What follows belongs to an exercise in optimizing a design on an open flow for small area, a short achievable clock period and few clock cycles; a production flow would make more cautious choices.
Only simulation tests tie the RTL to the original design; equivalence was not proved.
Power is estimated from default activity; no workload was simulated.

Setup of red:
==> flow/design.v <==
`timescale 1ns / 1ps
`default_nettype none
module framed_value_table_sync_parser_core #(
	parameter int TABLE_DEPTH = 256
) (
	input  wire logic    clk,
	input  wire logic    arst_n,
	input  wire logic    item_valid,
	output logic         item_stall,
	input  wire logic [16:0] item_bits,
	output logic         result_valid,
	input  wire logic    result_stall,
	output logic [58:0]  result_bits
);
	localparam logic [7:0] HDR_U = 8'h75;
	localparam logic [7:0] HDR_A = 8'h61;
	localparam logic [7:0] HDR_F = 8'h66;
	localparam int PH_HUNT  = 0;
	localparam int PH_GOT_U = 1;
	localparam int PH_GOT_A = 2;
	localparam int PH_COUNT = 3;
	localparam int PH_INDEX = 4;
	localparam int PH_LOW   = 5;
	localparam int PH_HIGH  = 6;
	logic        ov_q;
	logic        adv;
	assign adv        = !(ov_q && result_stall);
	assign item_stall = !adv;
	logic        v1_q;            
	logic        byte1_q;         
	logic        k1_q;            
	logic [7:0]  b1_q;            
	logic [7:0]  i1_q;            
	logic [15:0] rlo1_q;          
	logic [3:0]  rmid1_q;         
	logic [3:0]  rhi1_q;          
	always_ff @(posedge clk or negedge arst_n) begin
		if (!arst_n) begin
			v1_q    <= 1'b0;
			byte1_q <= 1'b0;
		end else if (adv) begin
			v1_q    <= item_valid;
			byte1_q <= item_valid && !item_bits[16];
		end
	end
	always_ff @(posedge clk) begin
		if (adv) begin
			k1_q <= item_bits[16];
			b1_q <= item_bits[15:8];
			i1_q <= item_bits[7:0];
			for (int l = 0; l < 16; l++) rlo1_q[l] <= (item_bits[3:0] == 4'(l));
			for (int m = 0; m < 4; m++) rmid1_q[m] <= (item_bits[5:4] == 2'(m));
			for (int h = 0; h < 4; h++) rhi1_q[h] <= item_bits[16] && (item_bits[7:6] == 2'(h));
		end
	end
	logic        clr_q;
	logic [6:0]  ph_q, ph_d;
	logic [7:0]  left_q, left_d;
	logic [7:0]  idx_q, idx_d;
	logic [7:0]  low_q, low_d;
	logic        wr1, end1;
	logic [7:0]  seen;
	logic        seen_v;
	assign wr1 = byte1_q && ph_q[PH_HIGH];
	always_comb begin
		ph_d   = ph_q;
		left_d = left_q;
		idx_d  = idx_q;
		low_d  = low_q;
		end1   = 1'b0;
		seen   = k1_q ? i1_q : b1_q;
		seen_v = v1_q && (k1_q || ph_q[PH_INDEX]);
		if (byte1_q) begin
			ph_d = '0;
			if (ph_q[PH_HUNT]) begin
				if (b1_q == HDR_U) ph_d[PH_GOT_U] = 1'b1; else ph_d[PH_HUNT] = 1'b1;
			end
			if (ph_q[PH_GOT_U]) begin
				if (b1_q == HDR_A) ph_d[PH_GOT_A] = 1'b1; else ph_d[PH_HUNT] = 1'b1;
			end
			if (ph_q[PH_GOT_A]) begin
				if (b1_q == HDR_F) ph_d[PH_COUNT] = 1'b1; else ph_d[PH_HUNT] = 1'b1;
			end
			if (ph_q[PH_COUNT]) begin
				left_d = b1_q;
				if (b1_q != 8'd0) ph_d[PH_INDEX] = 1'b1; else ph_d[PH_HUNT] = 1'b1;
			end
			if (ph_q[PH_INDEX]) begin
				idx_d = b1_q;
				ph_d[PH_LOW] = 1'b1;
			end
			if (ph_q[PH_LOW]) begin
				low_d = b1_q;
				ph_d[PH_HIGH] = 1'b1;
			end
			if (ph_q[PH_HIGH]) begin
				left_d = left_q - 8'd1;
				if (left_q == 8'd1) begin
					end1 = 1'b1;
					ph_d[PH_HUNT] = 1'b1;
				end else begin
					ph_d[PH_INDEX] = 1'b1;
				end
			end
		end
	end
	always_ff @(posedge clk or negedge arst_n) begin
		if (!arst_n) begin
			clr_q  <= 1'b1;
			ph_q   <= 7'b0000001;
			left_q <= '0;
			idx_q  <= '0;
			low_q  <= '0;
		end else begin
			clr_q <= 1'b0;
			if (adv) begin
				ph_q   <= ph_d;
				left_q <= left_d;
				idx_q  <= idx_d;
				low_q  <= low_d;
			end
		end
	end
	logic [15:0] wdata;
	logic [15:0] whi, wlo;
	logic [15:0] tbl [256];
	assign wdata = clr_q ? 16'd0 : {b1_q, low_q};
	always_comb begin
		for (int j = 0; j < 16; j++) begin
			whi[j] = clr_q || (wr1 && idx_q[7:4] == 4'(j));
			wlo[j] = clr_q || (idx_q[3:0] == 4'(j));
		end
	end
	for (genvar r = 0; r < 256; r++) begin : g_row
		logic [15:0] q;
		always_ff @(posedge clk) begin
			if (whi[r / 16] && wlo[r % 16]) q <= wdata;
		end
		assign tbl[r] = q;
	end
	logic [15:0] grp [16];
	logic [15:0] part1 [4];
	always_comb begin
		for (int h = 0; h < 4; h++) begin
			part1[h] = '0;
			for (int m = 0; m < 4; m++) begin
				grp[h * 4 + m] = '0;
				for (int l = 0; l < 16; l++) begin
					grp[h * 4 + m] = grp[h * 4 + m] | ({16{rlo1_q[l]}} & tbl[h * 64 + m * 16 + l]);
				end
				part1[h] = part1[h] | ({16{rmid1_q[m]}} & grp[h * 4 + m]);
			end
		end
	end
	logic        v2_q;
	logic [15:0] part2_q [4];
	logic [3:0]  rhi2_q;
	logic        w2_q, e2_q;
	logic        seen_v2_q;
	logic [7:0]  seen2_q;
	logic [15:0] rv2;
	always_ff @(posedge clk or negedge arst_n) begin
		if (!arst_n) begin
			v2_q <= 1'b0;
		end else if (adv) begin
			v2_q <= v1_q;
		end
	end
	always_ff @(posedge clk) begin
		if (adv) begin
			for (int h = 0; h < 4; h++) part2_q[h] <= part1[h];
			rhi2_q    <= rhi1_q;
			w2_q      <= wr1;
			e2_q      <= end1;
			seen_v2_q <= seen_v;
			seen2_q   <= seen;
		end
	end
	always_comb begin
		rv2 = '0;
		for (int h = 0; h < 4; h++) rv2 = rv2 | ({16{rhi2_q[h]}} & part2_q[h]);
	end
	logic [15:0] orv_q;
	logic        ow_q, oe_q;
	logic [8:0]  size_q;
	logic [31:0] cnt_q;
	always_ff @(posedge clk or negedge arst_n) begin
		if (!arst_n) begin
			ov_q   <= 1'b0;
			size_q <= '0;
			cnt_q  <= '0;
		end else if (adv) begin
			ov_q <= v2_q;
			if (seen_v2_q && ({1'b0, seen2_q} >= size_q)) size_q <= {1'b0, seen2_q} + 9'd1;
			cnt_q <= cnt_q + 32'(w2_q);
		end
	end
	always_ff @(posedge clk) begin
		if (adv) begin
			orv_q <= rv2;
			ow_q  <= w2_q;
			oe_q  <= e2_q;
		end
	end
	assign result_valid = ov_q;
	assign result_bits  = {orv_q, ow_q, cnt_q, size_q, oe_q};
endmodule
`default_nettype wire
clock: 5.0 ns
lec_check: 0
cap_margin: 30
core_margin: 2
core_utilization: 62
cts_cluster_diameter: 75
cts_cluster_size: 24
setup_slack_margin: 2.3
slew_margin: 40
run.sh (not shown) runs the stock make flow with config.mk's settings and CLKGATE_MAP_FILE= SYNTH_SCRIPT=/design/flow/synth_recipe.tcl, a recipe that flattens the netlist after the stock synthesis.
red finished end to end and its layout was clean on timing, DRC and antenna.
Testbench counts of red, summed over its fixed seeds: cycles 32,616.
For blue, these inputs were changed with respect to red:
Settings: swapping 30 for 20 in CAP_MARGIN; swapping 62 for 55 in CORE_UTILIZATION; swapping 40 for 20 in SLEW_MARGIN.
Findings:
Delta (blue minus red): power drawn by the combinational cells rose about 4%; via count went up; routed length on met2 increased by 9.8 mm relative to the old numbers; cell area shows an increase of about 1.4%. NOTE via count normalized by instance count red->blue decreased by a few percent. Of red and blue, red shows the lower number of well taps, with blue above it. red → blue: worst setup slack moved down, overall fraction of global-route tracks in use lower, met3 layer wire length in the routed design increased by 2.8% relative to the old numbers.

static timing again, ports no longer ideal:
The results above use ideal ports. As a check the final layouts listed here were re-extracted and re-timed, cells and wires unchanged.
Step 1: set_driving_cell puts a clkbuf_16 on clk and a buf_2 on each other input, an assumption about the parent block.
Step 2 moves the port delays by t, midway between the first and last clock arrival at a register: inputs arrive t later, outputs are due t later. That takes back most of the time a late clock gives input paths.
Slacks: ideal ports / drivers / drivers and shift; pairs: ideal ports / drivers.
| run | t (ns) | slack for setup (ns) | worst setup path after step 2 | worst slew at a driven data input, ns | pins driven straight from the clock port |
|---|---|---|---|---|---|
| red | 0.972 | 2.172 / 2.172 / 1.952 | input to register | 0.04 | 1 |
| blue | 1.026 | 2.042 / 2.042 / 1.632 | input to register | 0.11 | 1 |
After both steps every run listed still meets setup and hold. For blue, which loses most, drivers alone change the setup slack by 0.000 ns; drivers and shift together by -0.410 ns.
